From an optimization exercise on the open Yosys and OpenROAD flow, aimed at small area and a short achievable clock period; shortcuts taken in it are not production practice.
In this exercise RTL edits were held to simulation tests only and were not proved equivalent to the original.

$ cat design.v
`timescale 1ns/1ps
module adc_rca #(
    parameter int W = 8
) (
    input  logic [W-1:0] a_i,
    input  logic [W-1:0] b_i,
    input  logic         c_i,
    output logic [W-1:0] s_o,
    output logic         c_o
);
    for (genvar i = 0; i < W; i++) begin : g_bit
        logic ci;
        logic co;
        if (i == 0) begin : g_first
            assign ci = c_i;
        end else begin : g_next
            assign ci = g_bit[i-1].co;
        end
        assign s_o[i] = a_i[i] ^ b_i[i] ^ ci;
        assign co     = (a_i[i] & b_i[i]) | (ci & (a_i[i] ^ b_i[i]));
    end
    assign c_o = g_bit[W-1].co;
endmodule
module adc_div_step #(
    parameter int W = 10
) (
    input  logic [W-1:0] rem_i,
    input  logic         bit_i,
    input  logic [W-1:0] divn_i,         
    output logic         q_o,
    output logic [W-1:0] rem_o
);
    logic [W:0]   t;
    logic [W-1:0] diff;
    logic         c;
    assign t = {rem_i, bit_i};
    adc_rca #(.W(W)) i_sub (.a_i(t[W-1:0]), .b_i(divn_i), .c_i(1'b1), .s_o(diff), .c_o(c));
    assign q_o   = c | t[W];
    assign rem_o = q_o ? diff : t[W-1:0];
endmodule
module adc_mul (
    input  logic        clk_i,
    input  logic        rst_i,
    input  logic [11:0] x_i,
    input  logic [9:0]  y_i,
    input  logic [9:0]  z_i,
    output logic [11:0] fp_o             
);
    localparam int KA = 2;
    localparam int KB = 5;
    localparam int KC = 12 - KA - KB;
    logic [11:0] x_q;
    logic [9:0]  y_q;
    logic [9:0]  z_q;
    logic [3:0]  vld_q;                  
    always_ff @(posedge clk_i) begin
        x_q <= x_i;
        y_q <= y_i;
        z_q <= z_i;
    end
    always_ff @(posedge clk_i or posedge rst_i) begin
        if (rst_i) begin
            vld_q <= '0;
        end else begin
            vld_q <= {vld_q[2:0], 1'b1};
        end
    end
    logic [21:0] prod;
    for (genvar r = 0; r < 10; r++) begin : g_row
        logic [12:0] acc;                
        if (r == 0) begin : g_first
            assign acc = {1'b0, x_q & {12{y_q[0]}}};
        end else begin : g_next
            adc_rca #(.W(12)) i_add (
                .a_i (g_row[r-1].acc[12:1]),
                .b_i (x_q & {12{y_q[r]}}),
                .c_i (1'b0),
                .s_o (acc[11:0]),
                .c_o (acc[12])
            );
        end
        assign prod[r] = acc[0];
    end
    assign prod[21:10] = g_row[9].acc[12:1];
    logic [9:0] ge_diff;                 
    logic       ge;
    adc_rca #(.W(10)) i_ge (.a_i(prod[21:12]), .b_i(~z_q), .c_i(1'b1), .s_o(ge_diff), .c_o(ge));
    logic [9:0] z_n8, z_n4, z_n2, z_odd;
    assign z_n8  = (z_q[7:0]  == '0) ? (z_q  >> 8) : z_q;
    assign z_n4  = (z_n8[3:0] == '0) ? (z_n8 >> 4) : z_n8;
    assign z_n2  = (z_n4[1:0] == '0) ? (z_n4 >> 2) : z_n4;
    assign z_odd = (z_n2[0]   == '0) ? (z_n2 >> 1) : z_n2;
    for (genvar k = 0; k < 9; k++) begin : g_ymod
        logic [k:0] t;
        logic [k:0] diff;
        logic [k:0] rem;
        logic       c;
        if (k == 0) begin : g_first
            assign t = y_q[9];
        end else begin : g_next
            assign t = {g_ymod[k-1].rem, y_q[9-k]};
        end
        adc_rca #(.W(k+1)) i_sub (.a_i(t), .b_i(~z_odd[k:0]), .c_i(1'b1), .s_o(diff), .c_o(c));
        assign rem = (c && (z_odd[9:k+1] == '0)) ? diff : t;
    end
    logic [9:0] y_last;
    logic       y_div;                   
    assign y_last = {g_ymod[8].rem, y_q[0]};
    assign y_div  = (y_last == '0) || (y_last == z_odd);
    logic       x_nz;
    logic [9:0] zn;                      
    assign x_nz = (x_q != '0);
    assign zn   = ~{z_q[9:1], z_q[0] | (z_q == '0)};
    logic [9:0]  rem_a [0:KA];
    logic [11:0] lq_a  [0:KA];           
    assign rem_a[0] = prod[21:12];
    assign lq_a[0]  = prod[11:0];
    for (genvar k = 0; k < KA; k++) begin : g_stp_a
        logic q;
        adc_div_step i_step (.rem_i(rem_a[k]), .bit_i(lq_a[k][11]), .divn_i(zn),
                             .q_o(q), .rem_o(rem_a[k+1]));
        assign lq_a[k+1] = {lq_a[k][10:0], q};
    end
    logic [9:0]  rem_a_q;
    logic [11:0] lq_a_q;
    logic [9:0]  zn_a_q;
    logic        sat_a_q;                
    logic        d_a_q;                  
    always_ff @(posedge clk_i) begin
        rem_a_q <= rem_a[KA];
        lq_a_q  <= lq_a[KA];
        zn_a_q  <= zn;
        sat_a_q <= ge && x_nz && (y_q != '0);
        d_a_q   <= !y_div && x_nz;
    end
    logic [9:0]  rem_b [0:KB];
    logic [11:0] lq_b  [0:KB];
    assign rem_b[0] = rem_a_q;
    assign lq_b[0]  = lq_a_q;
    for (genvar k = 0; k < KB; k++) begin : g_stp_b
        logic q;
        adc_div_step i_step (.rem_i(rem_b[k]), .bit_i(lq_b[k][11]), .divn_i(zn_a_q),
                             .q_o(q), .rem_o(rem_b[k+1]));
        assign lq_b[k+1] = {lq_b[k][10:0], q};
    end
    logic [9:0]  rem_b_q;
    logic [11:0] lq_b_q;
    logic [9:0]  zn_b_q;
    logic        sat_b_q;
    logic        d_b_q;
    always_ff @(posedge clk_i) begin
        rem_b_q <= rem_b[KB];
        lq_b_q  <= lq_b[KB];
        zn_b_q  <= zn_a_q;
        sat_b_q <= sat_a_q;
        d_b_q   <= d_a_q;
    end
    logic [9:0]  rem_c [0:KC];
    logic [11:0] lq_c  [0:KC];
    assign rem_c[0] = rem_b_q;
    assign lq_c[0]  = lq_b_q;
    for (genvar k = 0; k < KC; k++) begin : g_stp_c
        logic q;
        adc_div_step i_step (.rem_i(rem_c[k]), .bit_i(lq_c[k][11]), .divn_i(zn_b_q),
                             .q_o(q), .rem_o(rem_c[k+1]));
        assign lq_c[k+1] = {lq_c[k][10:0], q};
    end
    logic [11:0] quot_q;
    logic        sat_q;
    logic        dec_q;                  
    always_ff @(posedge clk_i) begin
        quot_q <= lq_c[KC];
        sat_q  <= sat_b_q;
        dec_q  <= d_b_q && (rem_c[KC] == '0);
    end
    logic [11:0] res;
    for (genvar i = 0; i < 12; i++) begin : g_dec
        if (i == 0) begin : g_first
            assign res[i] = vld_q[3] && (sat_q || (quot_q[i] ^ dec_q));
        end else begin : g_next
            assign res[i] = vld_q[3] && (sat_q || (quot_q[i] ^ (dec_q && (quot_q[i-1:0] == '0))));
        end
    end
    always_ff @(posedge clk_i or posedge rst_i) begin
        if (rst_i) begin
            fp_o <= '0;
        end else begin
            fp_o <= res;
        end
    end
endmodule
$ cat run.sh
#!/bin/bash
# synth_recipe.tcl (not shown) runs the flow's synth.tcl, then flattens the netlist and writes it again
# the make line also repeats each setting of config.mk as NAME=value (left out here)
make -C /OpenROAD-flow-scripts/flow DESIGN_CONFIG=/design/flow/config.mk WORK_HOME=/design/flow/orfs CLKGATE_MAP_FILE= SYNTH_SCRIPT=/design/flow/synth_recipe.tcl finish
$ cat constraint.sdc
create_clock -name core_clock -period 110.0 [get_ports {clk_i}]
set_input_delay 22.0000 -clock core_clock [delete_from_list [all_inputs] [get_ports {clk_i}]]
set_output_delay 22.0000 -clock core_clock [all_outputs]
set_load 0.01 [all_outputs]
$ cat config.mk
export PLATFORM = sky130hd
export DESIGN_NAME = adc_mul
export DESIGN_NICKNAME = adc_mul
export VERILOG_FILES = /design/flow/design.v
export SDC_FILE = /design/flow/constraint.sdc
export NUM_CORES = 4
export LEC_CHECK = 0
export CAP_MARGIN = 20
export CORE_MARGIN = 2
export CORE_UTILIZATION = 60
export CTS_BUF_LIST = sky130_fd_sc_hd__clkbuf_8
export CTS_CLUSTER_SIZE = 30
export SLEW_MARGIN = 20
==> flow_summary.yaml, run 1 <==
clock_network:
  cts_setup_buffers: 0
  clock_path_buffers: 2
  clockRootBuffer: "clkbuf_8"
  cts-hold-fix-buffers: 0
  htreeDepth: 4
  clk_latency_ns: 0.45
  cts_tree: "done"
  cts_resized: 0
  path_clk_slew_ns: 0.09
  clock_sinks: 130
  numCtsBuffers: 17
synth:
  synth_top_area_frac: 0.3726
  synth_area_leader_cell: "fa_1"
  synth.area.top_cells: "fa_1 (37%), dfxtp_1 (18%), and2_1 (5.1%), inv_1 (4.7%), mux2_2 (4.3%)"
  synth_area_sq_um: 13000
  syn_inst: 1255
  postSynthNetCount: 1572
  syn_area_per_cell_sq_um: 10.36
  synth_flop_cell: "dfxtp_1"
  synth_edf_count: 0
  synth_cell_types: 84
  synth_sequential_area_ratio: 0.2063
  ys_ff_latch: 130
  ys_warn_count: 13
  async_reset_ff_frac: 0.1231
timing:
  worstMarginPinSlew_ns: 0.9622
  relSlewSlack: 0.3562
  max_freq_mhz: 41.90
  period_needed_ns: 23.87
  grt_setup_unrepaired: "false"
  setup_tns_ns: 0
  hold_ws_ns: 0.3271
  skew_ns: 0.01633
  slew_viol_final: 0
  min_period_over_period: 0.2170
  setup_violations: 0
  hold_viol: 0
hold_path:
  hp-class: "reg -> reg"
  whs_path_depth: 0
cells_and_area:
  utilization: 0.6627
  stdcell_area_sq_um: 14020
  fillers: 1741
  drive_gt1_frac: 0.08736
  final_cell_mix: "fa_1 (242), inv_1 (162), dfxtp_1 (114)"
  antennaDiodeCount: 0
  areaGrowthSynthToFinish_pct: 7.803
  final_common_cell: "fa_1"
  final_cells: 1557
  fin_nets: 1586
die:
  die_y_um: 151.2
  io_pins: 46
  fp.dieW_um: 151.2
  rows: 53
  initial_core_util: 0.6147
  core_area_sq_um: 21150
  die-area_sq_um: 22870
place:
  place_inst: 1525
  dpl.hpwl_um: 22970
  dpl_cell_area_sq_um: 13620
  io_buffers: 45
  place.gp.congestion: 0.9381
critical_path:
  ff2ff_path_depth: 82
  cpMaxStageDelayCell: "o21ai_0"
  endpoint_kind: "flop"
  cp_max_fo: 14
  crit_type: "reg -> reg"
  startpoint_type: "flop"
  max_stage_delay_ns: 0.69
  crit_top_cell: "fa_1"
  required_ns: 110.32
  cp.arrival_ns: 24.19
grt:
  grt_max_degree: 21
  antenna_found_initial: 0
  grt.total_usage: 0.2658
  grt_pass1_wl_um: 46810
  grt_overflow: 0
  grt_pass1_vias: 9139
routing:
  wirelength_um: 28040
  drtIter0Drc: 608
  routedWlPerCell_um: 18.01
  first_pass_iters: 5
  vias_per_cell: 5.685
  via_count: 8852
  ant_nets: 0
  route.detailed.drc: 0
outcome:
  outcome: "timing/DRC/antenna clean"
run:
  maxCapViolations: 0
[final timing paths]
kind / endpoint / slack [ns] / from
min in group asynchronous: fp_o[3] / 21.93 / rst_i
worst max register to register: d_a_q / 86.13 / z_q[3]
worst max-delay path: d_a_q / 86.13 / z_q[3]
max in group asynchronous: vld_q[0] / 87.68 / rst_i
worst min-delay path: quot_q[7] / 0.33 / lq_b_q[2]
worst min register to register: quot_q[7] / 0.33 / lq_b_q[2]
[metal layers]
metal | vias to the layer above | part of all wire | global-route usage
met3 | 46 | 0.041 | 0.04036
met5 | - | 0 | 0
met1 | 4475 | 0.44 | 0.3645
li1 | 4116 | - | -
met4 | 0 | 0.028 | 0.08505
met2 | 215 | 0.49 | 0.4376
[worst max-delay path, delay by kind of cell (launching register included)]
family / cells / cell delay, ns
fa+ha+maj: 35 / 12.82
simple gates: 16 / 4.26
compound gates: 15 / 3.64
buf+inv: 13 / 1.43
mux: 2 / 0.83
flops: 1 / 0.65
xor+xnor: 1 / 0.08
[synthesized netlist by cell type (4+ instances only)]
cell / n
fa_1: 242
inv_1: 162
dfxtp_1: 114
and2_1: 107
nand2_1: 76
nor2_1: 67
a21oi_1: 51
mux2_2: 50
clkbuf_1: 43
ha_1: 41
mux2i_1: 35
o21ai_0: 33
dfrtp_1: 16
nor4_1: 13
xnor2_1: 12
nor3_1: 11
a21boi_0: 10
nand2b_1: 10
nand3_1: 9
o211ai_1: 8
or3_1: 8
buf_2: 7
xor2_1: 7
buf_1: 6
o31a_1: 6
a21o_1: 5
nand4_1: 5
o22ai_1: 5
or2_2: 5
and3_1: 4
o21a_1: 4
[cell families (layout without fill, tap and decap cells)]
group | count (synthesis) | after routing | synth area share
simple gates | 334 | 334 | 0.1354
xor+xnor | 19 | 19 | 0.01280
mux | 86 | 86 | 0.07130
fa+ha+maj | 283 | 283 | 0.4120
other cells | 1 | 1 | 0.0002884
flops | 130 | 130 | 0.2063
buf+inv | 222 | 249 | 0.06620
compound gates | 180 | 180 | 0.09574
[area by class of cell]
class	count	area, sq um	share of cell area
clock buffer	17	234.0	0.01669
sequential	130	2683	0.1914
timing repair buffer	54	518.0	0.03695
tap	275	344.1	0.02454
multi-input combinational	903	9460	0.6749
inverter	163	611.8	0.04365
clock inverter	15	167.7	0.01196
[flip-flops by register name (all words and copies together) (netlist names)]
| signal | flops |
|---|---|
| rem_a_q | 10 |
| zn_b_q | 10 |
| lq_a_q | 12 |
| d_b_q | 1 |
| rem_b_q | 10 |
| zn_a_q | 10 |
| lq_b_q | 12 |
| dec_q | 1 |
| sat_q | 1 |
| d_a_q | 1 |
| quot_q | 12 |
| y_q | 10 |
| x_q | 12 |
| z_q | 10 |
| sat_b_q | 1 |
| fp_o | 12 |
| vld_q | 4 |
| sat_a_q | 1 |
[through the flow]
step                      setup slack (ns)
after floorplan                      87.62
after global routing                 84.83
after global placement               86.85
after detailed placement             86.36
final                                86.13
after CTS                            86.27
==> run 2: changes to the inputs <==
--- a/config.mk
+++ b/config.mk
@@ -7,7 +7,5 @@
 export LEC_CHECK = 0
 export CAP_MARGIN = 20
 export CORE_MARGIN = 2
-export CORE_UTILIZATION = 60
-export CTS_BUF_LIST = sky130_fd_sc_hd__clkbuf_8
-export CTS_CLUSTER_SIZE = 30
+export CORE_UTILIZATION = 40
 export SLEW_MARGIN = 20
==> run 2 against run 1 <==
Hold slack better by 0.00072 ns. Highest routed layer unchanged. Design area up 2.8%. Maximum frequency about the same. Final cell count up 11%. Critical endpoint unchanged. Synthesized area unchanged. Non-clock buffer count unchanged. Synthesized cell count unchanged. Via count down 1.2%. Still clean. Wire length up 1.1%.
==> flow_summary.yaml, run 2 <==
routing:
  wirelength_um: 28330
  vias_per_cell: 5.075
  routedWlPerCell_um: 16.44
  route.detailed.drc: 0
  first_pass_iters: 5
  via_count: 8749
  drtIter0Drc: 409
  ant_nets: 0
timing:
  setup_tns_ns: 0
  min_period_over_period: 0.2171
  setup_violations: 0
  max_freq_mhz: 41.88
  hold_viol: 0
  worstMarginPinSlew_ns: 0.9177
  relSlewSlack: 0.3859
  slew_viol_final: 0
  grt_setup_unrepaired: "false"
  period_needed_ns: 23.88
  skew_ns: 0.01585
  worst_slack_ns: 86.12
synth:
  syn_area_per_cell_sq_um: 10.36
  synth_top_area_frac: 0.3726
  postSynthNetCount: 1572
  synth_fa_ha_area_frac: 0.4120
  synth_area_leader_cell: "fa_1"
  async_reset_ff_frac: 0.1231
  synth_cell_types: 84
  synth_xor_area_frac: 0.01280
  ys_warn_count: 13
  synth.area.top_cells: "fa_1 (37%), dfxtp_1 (18%), and2_1 (5.1%), inv_1 (4.7%), mux2_2 (4.3%)"
  synthTopCellsByCount: "fa_1 (242), inv_1 (162), dfxtp_1 (114)"
  synth-simple-area-share: 0.1354
  synth_flop_cell: "dfxtp_1"
  synth_sequential_area_ratio: 0.2063
  synth_edf_count: 0
  muxShareOfSynthArea: 0.07130
  syn_inst: 1255
  ys_ff_latch: 130
  synth_compound_area_frac: 0.09574
  synth_top_family_by_area: "adder cells"
  synth_area_sq_um: 13000
  yosysMostFrequentCell: "fa_1"
critical_path:
  endpoint_kind: "flop"
  path_delay_family: "adder cells"
  reg2reg_slack_ns: 86.12
  cp.arrival_ns: 24.18
  crit_top_cell: "fa_1"
  required_ns: 110.31
  crit_type: "reg -> reg"
  startpoint_type: "flop"
  cp_max_fo: 14
  crit_buf_inv: 12
  cpMaxStageDelayCell: "dfxtp_1"
  max_stage_delay_ns: 0.64
place:
  dpl.hpwl_um: 23470
  place.gp.congestion: 0.8955
  io_buffers: 45
  pre_cts_slack_ns: 86.17
cells_and_area:
  drive_gt1_frac: 0.08736
  final_common_cell: "fa_1"
  fin_nets: 1586
  final_cell_mix: "fa_1 (242), inv_1 (162), dfxtp_1 (114)"
  antennaDiodeCount: 0
  areaGrowthSynthToFinish_pct: 10.85
die:
  io_pins: 46
  fp.dieW_um: 184.3
  core_area_sq_um: 32290
  initial_core_util: 0.4027
  die_y_um: 184.3
  rows: 66
  die-area_sq_um: 33970
grt:
  antenna_found_initial: 1
  grt_pass1_wl_um: 48030
  grt.total_usage: 0.1811
  grt_overflow: 0
  grt_max_degree: 21
  grt_pass1_vias: 9276
clock_network:
  cts_tree: "done"
  cts-hold-fix-buffers: 0
  htreeDepth: 4
  clockRootBuffer: "clkbuf_16"
  cts_setup_buffers: 0
  numCtsBuffers: 17
  clk_latency_ns: 0.43
  clock_sinks: 130
  cts_resized: 0
  path_clk_slew_ns: 0.07
  clock_path_buffers: 2
outcome:
  outcome: "timing/DRC/antenna clean"
run:
  maxCapViolations: 0
hold_path:
  hp-class: "reg -> reg"
[run 2: cell counts after synthesis]
Identical to the previous run, type by type.
[run 2: layer usage]
layer,part of all wire,track usage,up-vias,wire length [um]
li1,-,-,4114,-
met1,0.43,0.2291,4450,12190
met2,0.52,0.3188,147,14820
met3,0.023,0.02292,38,663
met4,0.023,0.06304,0,659
met5,0,0,-,0
[run 2: area by class of cell]
type,instances,area [sq um]
inverter,163,611.8
tap,442,553.0
sequential,130,2683
timing repair buffer,54,518.0
fill,3130,17870
clock buffer,17,425.4
clock inverter,15,163.9
multi-input combinational,903,9460
[run 2: stage by stage]
step                      area, sq um  utilization  hold WS (ns)  cells
after global placement          13830       0.4282        0.3104   1692
final                           14420       0.4464        0.3279   1724
after CTS                       14420       0.4464        0.3269   1724
after detailed placement        13830       0.4282        0.3121   1692
after floorplan                 13000            -        0.3096   1255
after global routing            14420       0.4464        0.3255   1724
[run 2: cell families after synthesis]
logic type               after synthesis
other                                  1
adder cells (fa/ha/maj)              283
multiplexers                          86
AO/OA/AOI/OAI                        180
XOR/XNOR                              19
buffers and inverters                222
flip-flops                           130
AND/OR/NAND/NOR                      334
[run 2: final timing paths]
kind,start,to,cells past startpoint
min in group asynchronous,rst_i,fp_o[2],2
min reg2reg,lq_a_q[0],lq_b_q[5],0
min,lq_a_q[0],lq_b_q[5],0
max in group asynchronous,rst_i,fp_o[6],2
max,z_q[3],d_a_q,85
max reg2reg,z_q[3],d_a_q,85
==> run 3: changes to the inputs <==
--- a/design.v
+++ b/design.v
@@ -49,6 +49,7 @@
     localparam int KA = 2;
     localparam int KB = 5;
     localparam int KC = 12 - KA - KB;
+    localparam int YK = 6;
     logic [11:0] x_q;
     logic [9:0]  y_q;
     logic [9:0]  z_q;
@@ -90,7 +91,7 @@
     assign z_n4  = (z_n8[3:0] == '0) ? (z_n8 >> 4) : z_n8;
     assign z_n2  = (z_n4[1:0] == '0) ? (z_n4 >> 2) : z_n4;
     assign z_odd = (z_n2[0]   == '0) ? (z_n2 >> 1) : z_n2;
-    for (genvar k = 0; k < 9; k++) begin : g_ymod
+    for (genvar k = 0; k < YK; k++) begin : g_ymod_a
         logic [k:0] t;
         logic [k:0] diff;
         logic [k:0] rem;
@@ -98,15 +99,11 @@
         if (k == 0) begin : g_first
             assign t = y_q[9];
         end else begin : g_next
-            assign t = {g_ymod[k-1].rem, y_q[9-k]};
+            assign t = {g_ymod_a[k-1].rem, y_q[9-k]};
         end
         adc_rca #(.W(k+1)) i_sub (.a_i(t), .b_i(~z_odd[k:0]), .c_i(1'b1), .s_o(diff), .c_o(c));
         assign rem = (c && (z_odd[9:k+1] == '0)) ? diff : t;
     end
-    logic [9:0] y_last;
-    logic       y_div;                   
-    assign y_last = {g_ymod[8].rem, y_q[0]};
-    assign y_div  = (y_last == '0) || (y_last == z_odd);
     logic       x_nz;
     logic [9:0] zn;                      
     assign x_nz = (x_q != '0);
@@ -125,13 +122,17 @@
     logic [11:0] lq_a_q;
     logic [9:0]  zn_a_q;
     logic        sat_a_q;                
-    logic        d_a_q;                  
+    logic [9:0]  ym_a_q;                 
+    logic [9:0]  zo_a_q;                 
+    logic        xnz_a_q;                
     always_ff @(posedge clk_i) begin
         rem_a_q <= rem_a[KA];
         lq_a_q  <= lq_a[KA];
         zn_a_q  <= zn;
         sat_a_q <= ge && x_nz && (y_q != '0);
-        d_a_q   <= !y_div && x_nz;
+        ym_a_q  <= {g_ymod_a[YK-1].rem, y_q[9-YK:0]};
+        zo_a_q  <= z_odd;
+        xnz_a_q <= x_nz;
     end
     logic [9:0]  rem_b [0:KB];
     logic [11:0] lq_b  [0:KB];
@@ -143,6 +144,23 @@
                              .q_o(q), .rem_o(rem_b[k+1]));
         assign lq_b[k+1] = {lq_b[k][10:0], q};
     end
+    for (genvar k = YK; k < 9; k++) begin : g_ymod_b
+        logic [k:0] t;
+        logic [k:0] diff;
+        logic [k:0] rem;
+        logic       c;
+        if (k == YK) begin : g_first
+            assign t = ym_a_q[9:9-k];
+        end else begin : g_next
+            assign t = {g_ymod_b[k-1].rem, ym_a_q[9-k]};
+        end
+        adc_rca #(.W(k+1)) i_sub (.a_i(t), .b_i(~zo_a_q[k:0]), .c_i(1'b1), .s_o(diff), .c_o(c));
+        assign rem = (c && (zo_a_q[9:k+1] == '0)) ? diff : t;
+    end
+    logic [9:0] y_last;
+    logic       y_div;                   
+    assign y_last = {g_ymod_b[8].rem, ym_a_q[0]};
+    assign y_div  = (y_last == '0) || (y_last == zo_a_q);
     logic [9:0]  rem_b_q;
     logic [11:0] lq_b_q;
     logic [9:0]  zn_b_q;
@@ -153,25 +171,30 @@
         lq_b_q  <= lq_b[KB];
         zn_b_q  <= zn_a_q;
         sat_b_q <= sat_a_q;
-        d_b_q   <= d_a_q;
-    end
-    logic [9:0]  rem_c [0:KC];
-    logic [11:0] lq_c  [0:KC];
+        d_b_q   <= !y_div && xnz_a_q;    
+    end
+    logic [9:0]  rem_c [0:KC-1];
+    logic [11:0] lq_c  [0:KC-1];
     assign rem_c[0] = rem_b_q;
     assign lq_c[0]  = lq_b_q;
-    for (genvar k = 0; k < KC; k++) begin : g_stp_c
+    for (genvar k = 0; k < KC - 1; k++) begin : g_stp_c
         logic q;
         adc_div_step i_step (.rem_i(rem_c[k]), .bit_i(lq_c[k][11]), .divn_i(zn_b_q),
                              .q_o(q), .rem_o(rem_c[k+1]));
         assign lq_c[k+1] = {lq_c[k][10:0], q};
     end
+    logic [10:0] t_last;
+    logic [9:0]  diff_last;
+    logic        c_last;
+    assign t_last = {rem_c[KC-1], lq_c[KC-1][11]};
+    adc_rca #(.W(10)) i_last (.a_i(t_last[9:0]), .b_i(zn_b_q), .c_i(1'b1), .s_o(diff_last), .c_o(c_last));
     logic [11:0] quot_q;
     logic        sat_q;
     logic        dec_q;                  
     always_ff @(posedge clk_i) begin
-        quot_q <= lq_c[KC];
+        quot_q <= {lq_c[KC-1][10:0], c_last | t_last[10]};
         sat_q  <= sat_b_q;
-        dec_q  <= d_b_q && (rem_c[KC] == '0);
+        dec_q  <= d_b_q && ((diff_last == '0) || (t_last == '0));
     end
     logic [11:0] res;
     for (genvar i = 0; i < 12; i++) begin : g_dec
==> flow/run.sh (new file) <==
#!/bin/bash
# The standard layout, with the smallest buffer on the ports instead of a delay
# buffer, and larger clock sink clusters without dummy loads.
set -euo pipefail
export BUFFER_PORTS_ARGS="-buffer_cell sky130_fd_sc_hd__buf_1"
export CTS_ARGS="-sink_clustering_enable -repair_clock_nets -buf_list sky130_fd_sc_hd__clkbuf_8 -dont_use_dummy_load -sink_clustering_size 25 -sink_clustering_max_diameter 80 -sink_clustering_levels 1"
bash standard.sh > standard.log 2>&1
==> standard.sh (new file) <==
#!/bin/bash
# synth_recipe.tcl (not shown) runs the flow's synth.tcl, then flattens the netlist and writes it again
# the make line also repeats each setting of config.mk as NAME=value (left out here)
make -C /OpenROAD-flow-scripts/flow DESIGN_CONFIG=/design/flow/config.mk WORK_HOME=/design/flow/orfs CLKGATE_MAP_FILE= SYNTH_SCRIPT=/design/flow/synth_recipe.tcl "${@:-finish}"
--- a/config.mk
+++ b/config.mk
@@ -7,5 +7,6 @@
 export LEC_CHECK = 0
 export CAP_MARGIN = 20
 export CORE_MARGIN = 2
-export CORE_UTILIZATION = 40
+export CORE_UTILIZATION = 70
+export CTS_BUF_LIST = sky130_fd_sc_hd__clkbuf_8
 export SLEW_MARGIN = 20
removed: run.sh
==> run 3 against run 2 <==
Critical path depth decreased by 84. Flip-flop and latch count up 20. Via count fell by 5.9%. Die area down 43%. Design area down 6.6%. Utilization up 30 points. First-iteration DRC count increased by 9.3%. Synthesized cell count fell by 5.6%. Wire length shrank 10%. Hold slack got worse by 0.032 ns. Clock-buffer cell count unchanged.
==> flow_summary.yaml, run 3 <==
outcome:
  outcome: "timing/DRC/antenna clean"
synth:
  synthTopCellsByCount: "fa_1 (241), inv_1 (164), dfxtp_1 (134)"
  synth_top_area_frac: 0.3746
  synth_xor_area_frac: 0.01020
  synth_compound_area_frac: 0.07665
  ys_ff_latch: 150
  async_reset_ff_frac: 0.1067
  yosysMostFrequentCell: "fa_1"
  ys_warn_count: 13
  synth.area.top_cells: "fa_1 (37%), dfxtp_1 (21%), and2_1 (5.0%), inv_1 (4.8%), mux2_2 (4.5%)"
  synth-simple-area-share: 0.1173
  postSynthNetCount: 1502
  synth_flop_cell: "dfxtp_1"
  synth_cell_types: 73
  synth_fa_ha_area_frac: 0.4154
  synth_top_family_by_area: "adder cells"
  syn_area_per_cell_sq_um: 10.87
  synth_area_leader_cell: "fa_1"
  synth_area_sq_um: 12880
  syn_inst: 1185
  muxShareOfSynthArea: 0.07889
  synth_edf_count: 0
  synth_sequential_area_ratio: 0.2394
cells_and_area:
  final_cell_mix: "fa_1 (241), inv_1 (164), dfxtp_1 (134)"
  drive_gt1_frac: 0.07990
  multiInputGateArea_sq_um: 8999
  areaGrowthSynthToFinish_pct: 4.528
  antennaDiodeCount: 0
  fillers: 1295
  final-seq-area_sq_um: 3083
  final_common_cell: "fa_1"
  fin_nets: 1533
  final_cells: 1443
place:
  io_buffers: 45
  place_inst: 1426
  dpl.hpwl_um: 20680
  place.gp.congestion: 0.8815
  pre_cts_slack_ns: 87.19
timing:
  grt_setup_unrepaired: "false"
  worst_slack_ns: 87.02
  worstMarginPinSlew_ns: 0.9595
  min_period_over_period: 0.2089
  hold_viol: 0
  relSlewSlack: 0.3565
  slew_viol_final: 0
  setup_violations: 0
  max_freq_mhz: 43.51
  setup_tns_ns: 0
  period_needed_ns: 22.98
  skew_ns: 0.03637
routing:
  vias_per_cell: 5.704
  wirelength_um: 25430
  ant_nets: 0
  routedWlPerCell_um: 17.63
  via_count: 8231
  first_pass_iters: 5
  drtIter0Drc: 447
  route.detailed.drc: 0
critical_path:
  cpMaxStageDelayCell: "dfrtp_1"
  startpoint_type: "flop"
  endpoint_kind: "primary output"
  crit_type: "reg -> out"
  cp_max_fo: 1
  cp.arrival_ns: 0.98
  crit_buf_inv: 1
  max_stage_delay_ns: 0.38
  path_delay_family: "flip-flops"
  crit_chain: "buf_1"
  required_ns: 88.00
die:
  die-area_sq_um: 19500
  initial_core_util: 0.7145
  die_y_um: 139.6
  rows: 49
  io_pins: 46
  core_area_sq_um: 18020
  fp.dieW_um: 139.6
run:
  maxCapViolations: 0
clock_network:
  path_clk_slew_ns: 0.11
  cts_tree: "done"
  cts_setup_buffers: 0
  clock_sinks: 150
  numCtsBuffers: 17
  cts-hold-fix-buffers: 0
  htreeDepth: 4
  cts_resized: 0
  clock_path_buffers: 2
  clockRootBuffer: "clkbuf_8"
  clk_latency_ns: 0.47
grt:
  grt_pass1_vias: 9096
  grt.total_usage: 0.2919
  grt_overflow: 0
  grt_pass1_wl_um: 44700
  grt_max_degree: 21
  antenna_found_initial: 0
hold_path:
  hp-class: "reg -> reg"
[run 3: changes by cell type in the layout (fill, tap and decap cells not counted), sizes merged, moves of 6 or more]
cell,before,now
o211ai,8,0
nand2,76,61
nor4,15,8
o21ai,36,20
mux2i,36,43
a21boi,10,3
o31ai,4,11
clkdlybuf4s50,45,0
dfxtp,114,134
and2,108,102
nand3,9,2
buf,9,54
[run 3: area by class of cell]
class / count / area share
Clock buffer: 17 / 0.01738
Inverter: 166 / 0.04629
Multi-Input combinational cell: 827 / 0.6685
Sequential cell: 150 / 0.2290
Tap cell: 229 / 0.02128
Timing Repair Buffer: 54 / 0.01757
[run 3: worst paths after layout]
path | start | slack (ns) | endpoint | cells past startpoint
hold reg to reg | lq_b_q[5] | 0.30 | quot_q[10] | 0
setup / recovery | fp_o[10] | 87.02 | fp_o[10] | 1
hold / removal | lq_b_q[5] | 0.30 | quot_q[10] | 0
min in group asynchronous | rst_i | 21.52 | fp_o[8] | 2
setup reg to reg | zn_b_q[0] | 87.37 | dec_q | 72
max in group asynchronous | rst_i | 88.08 | fp_o[1] | 2
[run 3: layer usage]
metal | share of wire | wire, um | track usage
met3 | 0.040 | 1013 | 0.05850
met1 | 0.41 | 10480 | 0.3679
met2 | 0.51 | 13050 | 0.5046
met4 | 0.035 | 891 | 0.1074
met5 | 0 | 0 | 0
[run 3: per-stage QoR]
stage / utilization / hold WS [ns] / instance area, sq um
6_report: 0.7468 / 0.2961 / 13460
5_1_grt: 0.7468 / 0.2982 / 13460
4_1_cts: 0.7468 / 0.2973 / 13460
3_5_place_dp: 0.7339 / 0.3121 / 13230
3_3_place_gp: 0.7339 / 0.3107 / 13230
2_1_floorplan: - / 0.3096 / 12880
[run 3: cells by family (layout without fill, tap and decap cells)]
kind of cell	Yosys count	after routing
and+or+nand+nor	290	290
other	1	1
muxes	95	95
buffers and inverters	208	237
adders and majority gates	283	283
DFF	150	150
xor gates and xnor gates	15	15
AOI/OAI and AO/OA	143	143
==> run 4: changes to the inputs <==
==> flow/run.sh (replaced) <==
#!/bin/bash
# The standard layout, with the smallest buffer on the ports instead of a delay
# buffer, and no dummy loads on the clock tree.
set -euo pipefail
export BUFFER_PORTS_ARGS="-buffer_cell sky130_fd_sc_hd__buf_1"
export CTS_ARGS="-sink_clustering_enable -repair_clock_nets -buf_list sky130_fd_sc_hd__clkbuf_8 -dont_use_dummy_load"
bash standard.sh > standard.log 2>&1
==> run 4 against run 3 <==
Clock-buffer cell count unchanged. Synthesized area unchanged. First-iteration DRC count is the same. Non-clock buffer count did not move. Sequential share of layout area unchanged. Register-to-register slack barely moved. Worst setup slack unchanged. Wire length is the same. Design area did not move.
==> flow_summary.yaml, run 4 <==
grt:
  grt_max_degree: 21
  grt_overflow: 0
  grt.total_usage: 0.2919
  grt_pass1_vias: 9096
  antenna_found_initial: 0
  grt_pass1_wl_um: 44700
clock_network:
  cts_setup_buffers: 0
  numCtsBuffers: 17
  clock_sinks: 150
  cts-hold-fix-buffers: 0
  path_clk_slew_ns: 0.11
  cts_tree: "done"
  cts_resized: 0
  clk_latency_ns: 0.47
  clock_path_buffers: 2
  clockRootBuffer: "clkbuf_8"
  htreeDepth: 4
synth:
  synth_fa_ha_area_frac: 0.4154
  synth_top_area_frac: 0.3746
  synth-simple-area-share: 0.1173
  synth_xor_area_frac: 0.01020
  synth_top_family_by_area: "adder cells"
  syn_inst: 1185
  synth.area.top_cells: "fa_1 (37%), dfxtp_1 (21%), and2_1 (5.0%), inv_1 (4.8%), mux2_2 (4.5%)"
  async_reset_ff_frac: 0.1067
  synth_compound_area_frac: 0.07665
  synthTopCellsByCount: "fa_1 (241), inv_1 (164), dfxtp_1 (134)"
  synth_flop_cell: "dfxtp_1"
  synth_area_sq_um: 12880
  syn_area_per_cell_sq_um: 10.87
  postSynthNetCount: 1502
  ys_warn_count: 13
  synth_area_leader_cell: "fa_1"
  synth_cell_types: 73
  muxShareOfSynthArea: 0.07889
  yosysMostFrequentCell: "fa_1"
  synth_edf_count: 0
  ys_ff_latch: 150
  synth_sequential_area_ratio: 0.2394
critical_path:
  r2r-end: "dec_q"
  crit_chain: "buf_1"
  crit_type: "reg -> out"
  cp_max_fo: 1
  crit_buf_inv: 1
  cp_num_cells: 1
  ff2ff_path_depth: 72
  critPathLaunch: "fp_o[10]"
  r2r_start: "zn_b_q[0]"
  required_ns: 88.00
  path_delay_family: "flip-flops"
  endpoint_kind: "primary output"
  cp.arrival_ns: 0.98
  reg2reg_slack_ns: 87.37
  critPathCapture: "fp_o[10]"
  max_stage_delay_ns: 0.38
  cpMaxStageDelayCell: "dfrtp_1"
  startpoint_type: "flop"
timing:
  grt_setup_unrepaired: "false"
  setup_violations: 0
  relSlewSlack: 0.3565
  setup_tns_ns: 0
  max_freq_mhz: 43.51
  min_period_over_period: 0.2089
  slew_viol_final: 0
  hold_ws_ns: 0.2961
  period_needed_ns: 22.98
  hold_viol: 0
  worstMarginPinSlew_ns: 0.9595
  skew_ns: 0.03637
routing:
  drtIter0Drc: 447
  routedWlPerCell_um: 17.63
  ant_nets: 0
  first_pass_iters: 5
  vias_per_cell: 5.704
  route.detailed.drc: 0
  wirelength_um: 25430
  via_count: 8231
run:
  maxCapViolations: 0
die:
  fp.dieW_um: 139.6
  rows: 49
  io_pins: 46
  initial_core_util: 0.7145
  core_area_sq_um: 18020
  die_y_um: 139.6
  die-area_sq_um: 19500
hold_path:
  hp-class: "reg -> reg"
  whs_path_depth: 0
cells_and_area:
  drive_gt1_frac: 0.07990
  antennaDiodeCount: 0
  areaGrowthSynthToFinish_pct: 4.528
  fillers: 1295
  final_cell_mix: "fa_1 (241), inv_1 (164), dfxtp_1 (134)"
  fin_nets: 1533
  final_common_cell: "fa_1"
outcome:
  outcome: "timing/DRC/antenna clean"
place:
  dpl.hpwl_um: 20680
  place.gp.congestion: 0.8815
  io_buffers: 45
## run 4: cell families after synthesis
family | count (synthesis)
XOR/XNOR | 15
adder cells (fa/ha/maj) | 283
buffers and inverters | 208
flip-flops | 150
AO/OA/AOI/OAI | 143
other | 1
AND/OR/NAND/NOR | 290
multiplexers | 95
## run 4: routing by layer
| metal | global-route usage | wire length [um] | vias to the layer above |
|---|---|---|---|
| met1 | 0.3679 | 10480 | 4152 |
| met2 | 0.5046 | 13050 | 173 |
| met5 | 0 | 0 | - |
| li1 | - | - | 3856 |
| met3 | 0.05850 | 1013 | 50 |
| met4 | 0.1074 | 891 | 0 |
## run 4: how the worst min path moves through the flow
stage,start,endpoint,slack (ns)
2_1_floorplan,lq_a_q[5],lq_b_q[10],0.31
3_3_place_gp,lq_a_q[4],lq_b_q[9],0.31
5_1_grt,lq_b_q[5],quot_q[10],0.30
6_report,lq_b_q[5],quot_q[10],0.30
4_1_cts,lq_b_q[3],quot_q[8],0.30
3_5_place_dp,lq_b_q[3],quot_q[8],0.31
## run 4: cell type report
| class | instances | area [sq um] | share of cell area |
|---|---|---|---|
| Timing Repair Buffer | 54 | 236.5 | 0.01757 |
| Tap cell | 229 | 286.5 | 0.02128 |
| Multi-Input combinational cell | 827 | 8999 | 0.6685 |
| Sequential cell | 150 | 3083 | 0.2290 |
| Inverter | 166 | 623.1 | 0.04629 |
| Clock buffer | 17 | 234.0 | 0.01738 |
## run 4: stage by stage
step	utilization	setup slack, ns	std cells	area (sq um)
CTS	0.7468	86.98	1443	13460
detailed placement	0.7339	87.19	1426	13230
global placement	0.7339	87.43	1426	13230
global route	0.7468	85.97	1443	13460
finish	0.7468	87.02	1443	13460
floorplan	-	87.62	1185	12880

==> static timing again, ports no longer ideal <==
The results above use ideal ports. As a check the final layouts listed here were re-extracted and re-timed, cells and wires unchanged. Step 1 sets driving cells, clkbuf_16 on the clock port and buf_2 on the other inputs (assumed; they add their load-dependent delay and slew). Step 2 also shifts input and output timing later by t, the mid clock arrival at the registers, as if the neighbouring blocks saw the same clock. Three values: ideal, step 1, step 2; two values: the first two.
| run | shift t [ns] | setup slack, ns | pins driven straight from the clock port |
|---|---|---|---|
| run 1 | 0.481 | 86.135 / 86.135 / 86.135 | 1 |
| run 2 | 0.480 | 86.123 / 86.123 / 86.123 | 1 |
| run 3 | 0.493 | 87.017 / 86.975 / 87.367 | 1 |
| run 4 | 0.493 | 87.017 / 86.975 / 87.367 | 1 |
After both steps every run listed still meets setup and hold.
